What follows belongs to an exercise in optimizing a design on an open flow for small area, a short achievable clock period and few clock cycles per item; a production flow would make more cautious choices. RTL that was checked went through simulation tests only; none was proved equivalent to the original. The RTL of run 2 was laid out without a check of its function. Power figures rest on the tool's default switching activity, not on a simulated workload.

==> flow/design.v (outline; a module is shown in full before it is edited, if it fits) <==
// module cla: 1489 lines
// module add_seq_ctrl: 65 lines
module add_seq_ctrl
#(
    parameter int unsigned N     = add_seq_pkg::ADDSEQ_N,
    parameter int unsigned WORDS = add_seq_pkg::ADDSEQ_WORDS
) (
    input  logic             clk,
    input  logic             rst,
    input  logic             in_valid,
    output logic             in_ready,
    input  logic [N*WORDS-1:0] a,
    input  logic [N*WORDS-1:0] b,
    input  logic             cin,
    input  logic             sub,
    output logic             out_valid,
    input  logic             out_ready,
    output logic [N*WORDS-1:0] sum,
    output logic             cout
);
  // ...
==> flow/flow/run.sh <==
#!/bin/bash
# The standard layout (standard.sh), with two changes to how it is made:
#  - ports are buffered with sky130_fd_sc_hd__buf_1 instead of the delay buffer
#    buffer_ports picks by default;
#  - timing repair aims for extra setup slack, so the layout runs faster than
#    the 28 ns the constraints require.
# The constraints (constraint.sdc) are the standard flow's, unchanged. Each tool's log is in
# orfs/logs; this script's own output goes to standard.log.
MARGIN=19
bash standard.sh finish \
  "BUFFER_PORTS_ARGS=-buffer_cell sky130_fd_sc_hd__buf_1" \
  SETUP_SLACK_MARGIN=$MARGIN  "ABC_AREA=1" "DONT_USE_CELLS= sky130_fd_sc_hd__probe_p_8 sky130_fd_sc_hd__probec_p_8 sky130_fd_sc_hd__lpflow_bleeder_1 sky130_fd_sc_hd__lpflow_clkbufkapwr_1 sky130_fd_sc_hd__lpflow_clkbufkapwr_16 sky130_fd_sc_hd__lpflow_clkbufkapwr_2 sky130_fd_sc_hd__lpflow_clkbufkapwr_4 sky130_fd_sc_hd__lpflow_clkbufkapwr_8 sky130_fd_sc_hd__lpflow_clkinvkapwr_1 sky130_fd_sc_hd__lpflow_clkinvkapwr_16 sky130_fd_sc_hd__lpflow_clkinvkapwr_2 sky130_fd_sc_hd__lpflow_clkinvkapwr_4 sky130_fd_sc_hd__lpflow_clkinvkapwr_8 sky130_fd_sc_hd__lpflow_decapkapwr_12 sky130_fd_sc_hd__lpflow_decapkapwr_3 sky130_fd_sc_hd__lpflow_decapkapwr_4 sky130_fd_sc_hd__lpflow_decapkapwr_6 sky130_fd_sc_hd__lpflow_decapkapwr_8 sky130_fd_sc_hd__lpflow_inputiso0n_1 sky130_fd_sc_hd__lpflow_inputiso0p_1 sky130_fd_sc_hd__lpflow_inputiso1n_1 sky130_fd_sc_hd__lpflow_inputiso1p_1 sky130_fd_sc_hd__lpflow_inputisolatch_1 sky130_fd_sc_hd__lpflow_isobufsrc_1 sky130_fd_sc_hd__lpflow_isobufsrc_16 sky130_fd_sc_hd__lpflow_isobufsrc_2 sky130_fd_sc_hd__lpflow_isobufsrc_4 sky130_fd_sc_hd__lpflow_isobufsrc_8 sky130_fd_sc_hd__lpflow_isobufsrckapwr_16 sky130_fd_sc_hd__lpflow_lsbuf_lh_hl_isowell_tap_1 sky130_fd_sc_hd__lpflow_lsbuf_lh_hl_isowell_tap_2 sky130_fd_sc_hd__lpflow_lsbuf_lh_hl_isowell_tap_4 sky130_fd_sc_hd__lpflow_lsbuf_lh_isowell_4 sky130_fd_sc_hd__lpflow_lsbuf_lh_isowell_tap_1 sky130_fd_sc_hd__lpflow_lsbuf_lh_isowell_tap_2 sky130_fd_sc_hd__lpflow_lsbuf_lh_isowell_tap_4  sky130_fd_sc_hd__fa_1 sky130_fd_sc_hd__fa_2 sky130_fd_sc_hd__fa_4" "CORE_UTILIZATION=60" "CTS_CLUSTER_SIZE=24" "CTS_CLUSTER_DIAMETER=90" > standard.log 2>&1
==> flow/standard.sh <==
#!/bin/bash
# synth_recipe.tcl (not shown) runs the flow's synth.tcl, then flattens the netlist and writes it again
# the make line also repeats each setting of config.mk as NAME=value (left out here)
make -C /OpenROAD-flow-scripts/flow DESIGN_CONFIG=/design/flow/config.mk WORK_HOME=/design/flow/orfs CLKGATE_MAP_FILE= SYNTH_SCRIPT=/design/flow/synth_recipe.tcl "${@:-finish}"
==> flow/config.mk <==
export PLATFORM = sky130hd
export DESIGN_NAME = add_seq_ctrl
export DESIGN_NICKNAME = add_seq_ctrl
export VERILOG_FILES = /design/flow/design.v
export SDC_FILE = /design/flow/constraint.sdc
export NUM_CORES = 4
export LEC_CHECK = 0
export CAP_MARGIN = 20
export CORE_MARGIN = 2
export CORE_UTILIZATION = 40
export SLEW_MARGIN = 20
==> flow/constraint.sdc <==
create_clock -name core_clock -period 28.0 [get_ports {clk}]
set_input_delay 5.6000 -clock core_clock [delete_from_list [all_inputs] [get_ports {clk}]]
set_output_delay 5.6000 -clock core_clock [all_outputs]
set_load 0.01 [all_outputs]
==> impl_metrics.sql, run 1 <==
INSERT INTO impl_metrics (metric_group, metric, value, unit) VALUES
('run_status', 'outcome', 'complete, no violations', ''),
('global_route', 'antenna_found_initial', '34', ''),
('global_route', 'overflow', '0', ''),
('synth', 'synth-compound-area-share', '6.30', '%'),
('global_route', 'maximum_number_of_pins_on_one_net_before_global_route_repair', '173', ''),
('synth', 'share_of_synthesized_flip_flops_with_an_asynchronous_set_or_reset', '0.580', '%'),
('detailed_routing', 'route.detailed.wl_per_inst', '18.7', 'microns'),
('clock_tree', 'tritoncts_num_sinks', '517', ''),
('global_route', 'grt.met1_usage', '39.5', '%'),
('global_route', 'grtUsageMet2', '58.0', '%'),
('place', 'io_buffer_count', '776', ''),
('synth', 'post-synth-top-area-cell', 'edfxtp_1', ''),
('place', 'placed_instance_area', '33000', 'sq um'),
('global_route', 'grt_first_pass_wirelength', '133000', 'microns'),
('worst_setup_path', 'worstPathBufferInverterCount', '4', ''),
('cells_and_area', 'finish.net_count', '5035', ''),
('cells_and_area', 'filler_cell_count', '4176', ''),
('synth', 'ys_dominant_reg_cell', 'edfxtp_1', ''),
('cells_and_area', 'final_cell_count_no_fill', '4902', ''),
('cells_and_area', 'synthToLayoutAreaGrowth', '16.3', '%'),
('hold_path', 'worst_hold_stages', '2', ''),
('global_route', 'grt_use_met3', '9.33', '%'),
('clock_tree', 'ctsRootBufferMaster', 'clkbuf_16', ''),
('cells_and_area', 'layout_commonest_cell', 'nand2_1', ''),
('worst_setup_path', 'critical_path_required', '28310', 'ps'),
('sta', 'post-route-min-period', '8750', 'ps'),
('sta', 'fin_ws', '19250', 'ps'),
('synth', 'synth_edf_count', '257', ''),
('clock_tree', 'worst_setup_hold_path_clk_slew', '90', 'ps'),
('synth', 'yosys_register_bits', '517', ''),
('synth', 'synth_area_leaders', 'edfxtp_1 (26%), dfxtp_1 (17%), ha_1 (14%), nand2_1 (13%), xor2_1 (9.6%)', ''),
('cells_and_area', 'post_route_cells_drive_above_1_share', '2.80', '%');
Testbench counts, summed over its fixed seeds: cycles 1,288, items 1,280.
==> module add_seq_ctrl, before the edit <==
module add_seq_ctrl
#(
    parameter int unsigned N     = add_seq_pkg::ADDSEQ_N,
    parameter int unsigned WORDS = add_seq_pkg::ADDSEQ_WORDS
) (
    input  logic             clk,
    input  logic             rst,
    input  logic             in_valid,
    output logic             in_ready,
    input  logic [N*WORDS-1:0] a,
    input  logic [N*WORDS-1:0] b,
    input  logic             cin,
    input  logic             sub,
    output logic             out_valid,
    input  logic             out_ready,
    output logic [N*WORDS-1:0] sum,
    output logic             cout
);
    localparam int unsigned W = N * WORDS;
    logic [W-1:0] b_eff;
    logic         c_eff;
    logic [W-1:0] add_sum;
    logic         add_cout;
    assign b_eff = sub ? ~b : b;
    assign c_eff = sub | cin;
    cla #(.N(W)) u_cla (
        .A    (a),
        .B    (b_eff),
        .Cin  (c_eff),
        .Sum  (add_sum),
        .Cout (add_cout)
    );
    logic         out_valid_q;    
    logic         skid_valid_q;   
    logic         in_ready_q;     
    logic [W:0]   res_q;          
    logic [W:0]   skid_q;
    logic accept, load_out;
    assign accept   = in_valid & in_ready_q;
    assign load_out = ~out_valid_q | out_ready;
    always_ff @(posedge clk or posedge rst) begin
        if (rst) begin
            out_valid_q  <= 1'b0;
            skid_valid_q <= 1'b0;
            in_ready_q   <= 1'b1;
        end else begin
            if (load_out) begin
                out_valid_q  <= skid_valid_q | accept;
                skid_valid_q <= 1'b0;
                in_ready_q   <= 1'b1;
            end else if (accept) begin
                skid_valid_q <= 1'b1;
                in_ready_q   <= 1'b0;
            end
        end
    end
    always_ff @(posedge clk) begin
        if (load_out) res_q <= skid_valid_q ? skid_q : {add_cout, add_sum};
        if (!skid_valid_q) skid_q <= {add_cout, add_sum};
    end
    assign in_ready  = in_ready_q;
    assign out_valid = out_valid_q;
    assign sum       = res_q[W-1:0];
    assign cout      = res_q[W];
endmodule
==> inputs of run 2 (changes only) <==
--- a/flow/design.v
+++ b/flow/design.v
@@ -2,23 +2,24 @@
     localparam int unsigned ADDSEQ_N     = 64;
     localparam int unsigned ADDSEQ_WORDS = 4;
 endpackage
 module cla #(
     parameter int unsigned N = 256
 ) (
     input  logic [N-1:0] A,
     input  logic [N-1:0] B,
+    input  logic         Sub,
     input  logic         Cin,
     output logic [N-1:0] Sum,
     output logic         Cout
 );
     logic [N-1:0] g, p;
-    assign g = A & B;
-    assign p = A ^ B;
+    assign g = Sub ? (A & ~B) : (A & B);
+    assign p = (A ^ B) ^ {N{Sub}};
     logic LG0_0, LP0_0;
     assign LG0_0 = g[0];
     assign LP0_0 = p[0];
     logic LG0_1, LP0_1;
     assign LG0_1 = g[1] | (p[1] & LG0_0);
     assign LP0_1 = p[1] & LP0_0;
     logic LG0_2, LP0_2;
     assign LG0_2 = g[2] | (p[2] & LG0_1);
@@ -1505,25 +1506,26 @@
     input  logic             cin,
     input  logic             sub,
     output logic             out_valid,
     input  logic             out_ready,
     output logic [N*WORDS-1:0] sum,
     output logic             cout
 );
     localparam int unsigned W = N * WORDS;
-    logic [W-1:0] b_eff;
+    logic         sub_eff;
     logic         c_eff;
     logic [W-1:0] add_sum;
     logic         add_cout;
-    assign b_eff = sub ? ~b : b;
-    assign c_eff = sub | cin;
+    assign sub_eff = sub;
+    assign c_eff   = sub | cin;
     cla #(.N(W)) u_cla (
         .A    (a),
-        .B    (b_eff),
+        .B    (b),
+        .Sub  (sub_eff),
         .Cin  (c_eff),
         .Sum  (add_sum),
         .Cout (add_cout)
     );
     logic         out_valid_q;    
     logic         skid_valid_q;   
     logic         in_ready_q;     
     logic [W:0]   res_q;          
==> impl_metrics.sql, run 2 <==
INSERT INTO impl_metrics (metric_group, metric, value, unit) VALUES
('sta', 'final_min_period_over_clock_period', '31.1', '%'),
('worst_setup_path', 'timing.critical_path.slowest_stage_cell', 'buf_8', ''),
('cells_and_area', 'synthToLayoutAreaGrowth', '13.5', '%'),
('power', 'design_power_total', '2.33', 'mW'),
('synth', 'post-synth-top-area-cell', 'edfxtp_1', ''),
('sta', 'achievable_frequency', '0.115', 'GHz'),
('clock_tree', 'cts.htree.levels', '1', ''),
('run', 'drv_cap', '0', ''),
('cells_and_area', 'post_route_cells_drive_above_1_share', '6.45', '%'),
('cells_and_area', 'mostFrequentLayoutCells', 'nand2_1 (1,605), buf_1 (775), inv_1 (660), nor2_1 (426)', ''),
('global_route', 'global_route_usage_sum', '33.1', '%'),
('power', 'vdd.ir_drop.worst', '0.0000711', 'V'),
('synth', 'share_of_synthesized_flip_flops_with_an_asynchronous_set_or_reset', '0.580', '%'),
('synth', 'netlist_instances', '4515', ''),
('floorplanning', 'placeableCoreArea', '53600', 'sq um'),
('global_route', 'via_count_of_the_first_global_routing_pass', '26900', ''),
('power', 'p_per_area', '63.5', 'nW/um^2'),
('global_route', 'overflow', '0', ''),
('clock_tree', 'cts_made_buffers', '29', ''),
('sta', 'clock_skew', '24.4', 'ps'),
('place', 'placed_instance_area', '35600', 'sq um'),
('detailed_routing', 'via_per_inst', '4.99', ''),
('cells_and_area', 'finish.net_count', '5833', ''),
('floorplanning', 'die_w', '236', 'microns'),
('worst_setup_path', 'timing.setup.critical_path_class', 'in2reg', ''),
('cells_and_area', 'fin_area', '36800', 'sq um'),
('sta', 'post-route-min-period', '8700', 'ps'),
('clock_tree', 'worst_setup_hold_path_clk_slew', '100', 'ps'),
('power', 'total_leakage_power', '18.3', 'nW'),
('worst_setup_path', 'crit_start', 'sub', ''),
('sta', 'total_negative_slack', '0', 'ps'),
('global_route', 'antenna_found_initial', '36', ''),
('hold_path', 'min_path_type', 'reg2reg', ''),
('clock_tree', 'ctsRootBufferMaster', 'clkbuf_16', ''),
('detailed_routing', 'via_count', '29900', ''),
('synth', 'seq_area_frac_synth', '39.9', '%'),
('floorplanning', 'top_level_port_count', '777', ''),
('sta', 'tightest_slew_margin_relative_to_the_limit', '23.6', '%'),
('worst_setup_path', 'worstPathCellList', 'clkbuf_16 > buf_16 > buf_8 > xnor2_1 > or2_2 > nand2_1 > inv_1 > nand2_1 > nand2_1 > a21oi_1 > nand2_1 > a21oi_1 > nand2_1 > nand2_1 > nand2_1 > a21oi_2 > nand2_2 > nand2_2 > nand2_2 > ha_1 > or2_2 > nor2_1 > nor2_1 > a21oi_1', ''),
('worst_setup_path', 'endpoint_kind', 'register', ''),
('clock_tree', 'hold_buffers', '0', ''),
('detailed_routing', 'final_wirelength', '97300', 'microns'),
('synth', 'yosysMostFrequentCell', 'nand2_1', ''),
('global_route', 'grt_first_pass_wirelength', '144000', 'microns'),
('clock_tree', 'cts_tree', 'yes', ''),
('clock_tree', 'clock_tree.buffer_depth', '3', ''),
('synth', 'synth_edf_count', '257', ''),
('detailed_routing', 'route.detailed.wl_per_inst', '16.2', 'microns'),
('worst_setup_path', 'reg2reg_to', 'res_q[99]', ''),
('synth', 'synth_area_leaders', 'edfxtp_1 (24%), nand2_1 (19%), dfxtp_1 (16%), inv_1 (7.7%), nor2_1 (4.9%)', ''),
('sta', 'setup_repair_after_global_routing_missed_its_margin', 'false', ''),
('detailed_routing', 'drc', '0', ''),
('detailed_routing', 'antenna_left', '0', ''),
('synth', 'ys_warn_count', '1', ''),
('clock_tree', 'worst_skew_pair.late_latency', '620', 'ps'),
('cells_and_area', 'reg.largest.list', 'res_q: 257 flops, skid_q: 257 flops', ''),
('synth', 'yosys_register_bits', '517', ''),
('place', 'place.gp.congestion', '0.997', ''),
('worst_setup_path', 'rr_worst_depth', '6', ''),
('hold_path', 'hp-start', 'skid_q[255]', ''),
('synth', 'yosys-top-cells-count', 'nand2_1 (1,605), inv_1 (662), nor2_1 (427)', ''),
('worst_setup_path', 'critPathMaxStageDelay', '450', 'ps'),
('sta', 'final_hold_viol_count', '0', ''),
('cells_and_area', 'layout_commonest_cell', 'nand2_1', ''),
('floorplanning', 'design.die.area', '55900', 'sq um'),
('worst_setup_path', 'r2r_start', 'out_valid_q', ''),
('synth', 'syn_avg_cell_area', '7.18', 'sq um'),
('worst_setup_path', 'worst-r2r-setup-slack', '24420', 'ps'),
('synth', 'ys_types', '55', ''),
('synth', 'ys_dominant_reg_cell', 'edfxtp_1', ''),
('synth', 'post-synth-top-area-fraction', '23.8', '%'),
('global_route', 'maximum_number_of_pins_on_one_net_before_global_route_repair', '175', ''),
('worst_setup_path', 'timing.critical_path.fanout_max', '49', ''),
('sta', 'worst_slew_pin_slew', '1150', 'ps'),
('detailed_routing', 'detailedRoute.firstPassIterationCount', '6', ''),
('run_status', 'outcome', 'complete, no violations', ''),
('worst_setup_path', 'critical_path_required', '28470', 'ps'),
('place', 'io_buffer_count', '776', ''),
('sta', 'timing_max_transition_violations_final', '0', ''),
('sta', 'timing.final.setup_violations', '0', ''),
('worst_setup_path', 'worst_setup_path_start_kind', 'primary input', ''),
('clock_tree', 'tritoncts_num_sinks', '517', ''),
('place', 'dp_hpwl', '75500', 'microns'),
('hold_path', 'hold_path_end', 'skid_q[255]', ''),
('worst_setup_path', 'crit_arrival', '9170', 'ps'),
('synth', 'syn_nets', '5097', ''),
('synth', 'syn-cell-area', '32400', 'sq um'),
('floorplanning', 'fp.dieH', '236', 'microns'),
('detailed_routing', 'drt_iter0_drc', '1720', ''),
('floorplanning', 'floorplan.initialDensity', '60.5', '%'),
('floorplanning', 'rows', '85', ''),
('hold_path', 'worst_hold_stages', '2', ''),
('worst_setup_path', 'crit_path_frequent_cell', 'nand2_1', '');
==> run 2: power breakdown <==
part | internal, mW | total, mW | switching [mW]
registers | 1.03 | 1.11 | 0.0744
logic | 0.247 | 0.746 | 0.499
clock network | 0.211 | 0.483 | 0.273
total | 1.49 | 2.33 | 0.846
==> run 2: worst max-delay path: cells and delay by family <==
family | cells | cell delay (ps)
buf+inv | 4 | 910
simple gates | 14 | 1560
compound gates | 4 | 680
xor+xnor | 1 | 150
fa+ha+maj | 1 | 200
==> run 2: worst max-delay path by stage <==
stage,slack [ps],endpoint,depth (start not counted)
floorplan,18060,res_q[0],2
global placement,17050,res_q[253],24
detailed placement,16990,res_q[253],24
CTS,19000,res_q[197],27
global route,19020,res_q[197],30
finish,19300,res_q[253],24
==> run 2: cell type report <==
| cell class | count | area [sq um] |
|---|---|---|
| tap | 696 | 871 |
| inverter | 682 | 2570 |
| antenna | 25 | 62.6 |
| fill | 4919 | 16800 |
| clock buffer | 38 | 759 |
| timing repair buffer | 795 | 3250 |
| clock inverter | 15 | 171 |
| multi-input combinational | 3226 | 16200 |
| sequential | 517 | 12900 |
==> run 2: what timing repair did <==
action | 4_1_cts | 5_1_grt
cloned | 1 | 5
setup buffers | 0 | 0
setup endpoints to repair | 434 | 175
gates resized for setup | 16 | 5
==> run 2: per-layer routing <==
layer | global-route usage [%] | vias to the layer above | wire [microns]
li1 | - | 15300 | -
met1 | 39.9 | 13400 | 38500
met2 | 55.1 | 954 | 45100
met3 | 7.71 | 224 | 7940
met4 | 17.4 | 24 | 5650
met5 | 0 | - | 153
==> run 2: logic make-up (layout without fill, tap and decap cells) <==
family,after synthesis,after routing,synth area share (%)
AOI/OAI and AO/OA,328,328,5.68
xor gates and xnor gates,332,332,9.62
DFF,517,517,39.9
other,0,25,0
adders and majority gates,64,64,2.47
buffers and inverters,772,1530,10.3
and+or+nand+nor,2502,2502,32.0
==> run 2: per-stage QoR <==
| stage | worst slack, ps | utilization, % | hold slack, ps | cells |
|---|---|---|---|---|
| after floorplan | 18060 | - | 414 | 4515 |
| after global placement | 17050 | 66.3 | 428 | 5910 |
| after detailed placement | 16990 | 66.3 | 434 | 5910 |
| after CTS | 19000 | 68.3 | 453 | 5964 |
| after global routing | 19020 | 68.6 | 478 | 5989 |
| final | 19300 | 68.6 | 454 | 5994 |

re-timing with driven ports:
Ports are ideal in the flow. The routed layouts listed here were re-timed in OpenROAD. Step 1: set_driving_cell puts a clkbuf_16 on clk and a buf_2 on each other input, an assumption about the parent block. Step 2, shift: input delay + t, output delay - t, t = (earliest + latest rising clock arrival at the registers) / 2. This alone moves slack from input paths to output paths. a / b / c = no drivers / after step 1 / after step 2; a / b = the first two.
| run | t (ns) | setup slack, ns | worst setup path after step 2 | clock arrival spread, ns | cell pins on the clock port's net |
|---|---|---|---|---|---|
| run 1 | 0.646 | 19.249 / 19.113 / 18.467 | input to register | 0.026 / 0.026 | 1 |
| run 2 | 0.673 | 19.305 / 19.130 / 18.456 | input to register | 0.031 / 0.031 | 1 |
After both steps setup and hold are still met in every run listed. The setup slack of run 2, which loses most, moves by -0.175 ns with the drivers and by -0.849 ns with both steps.
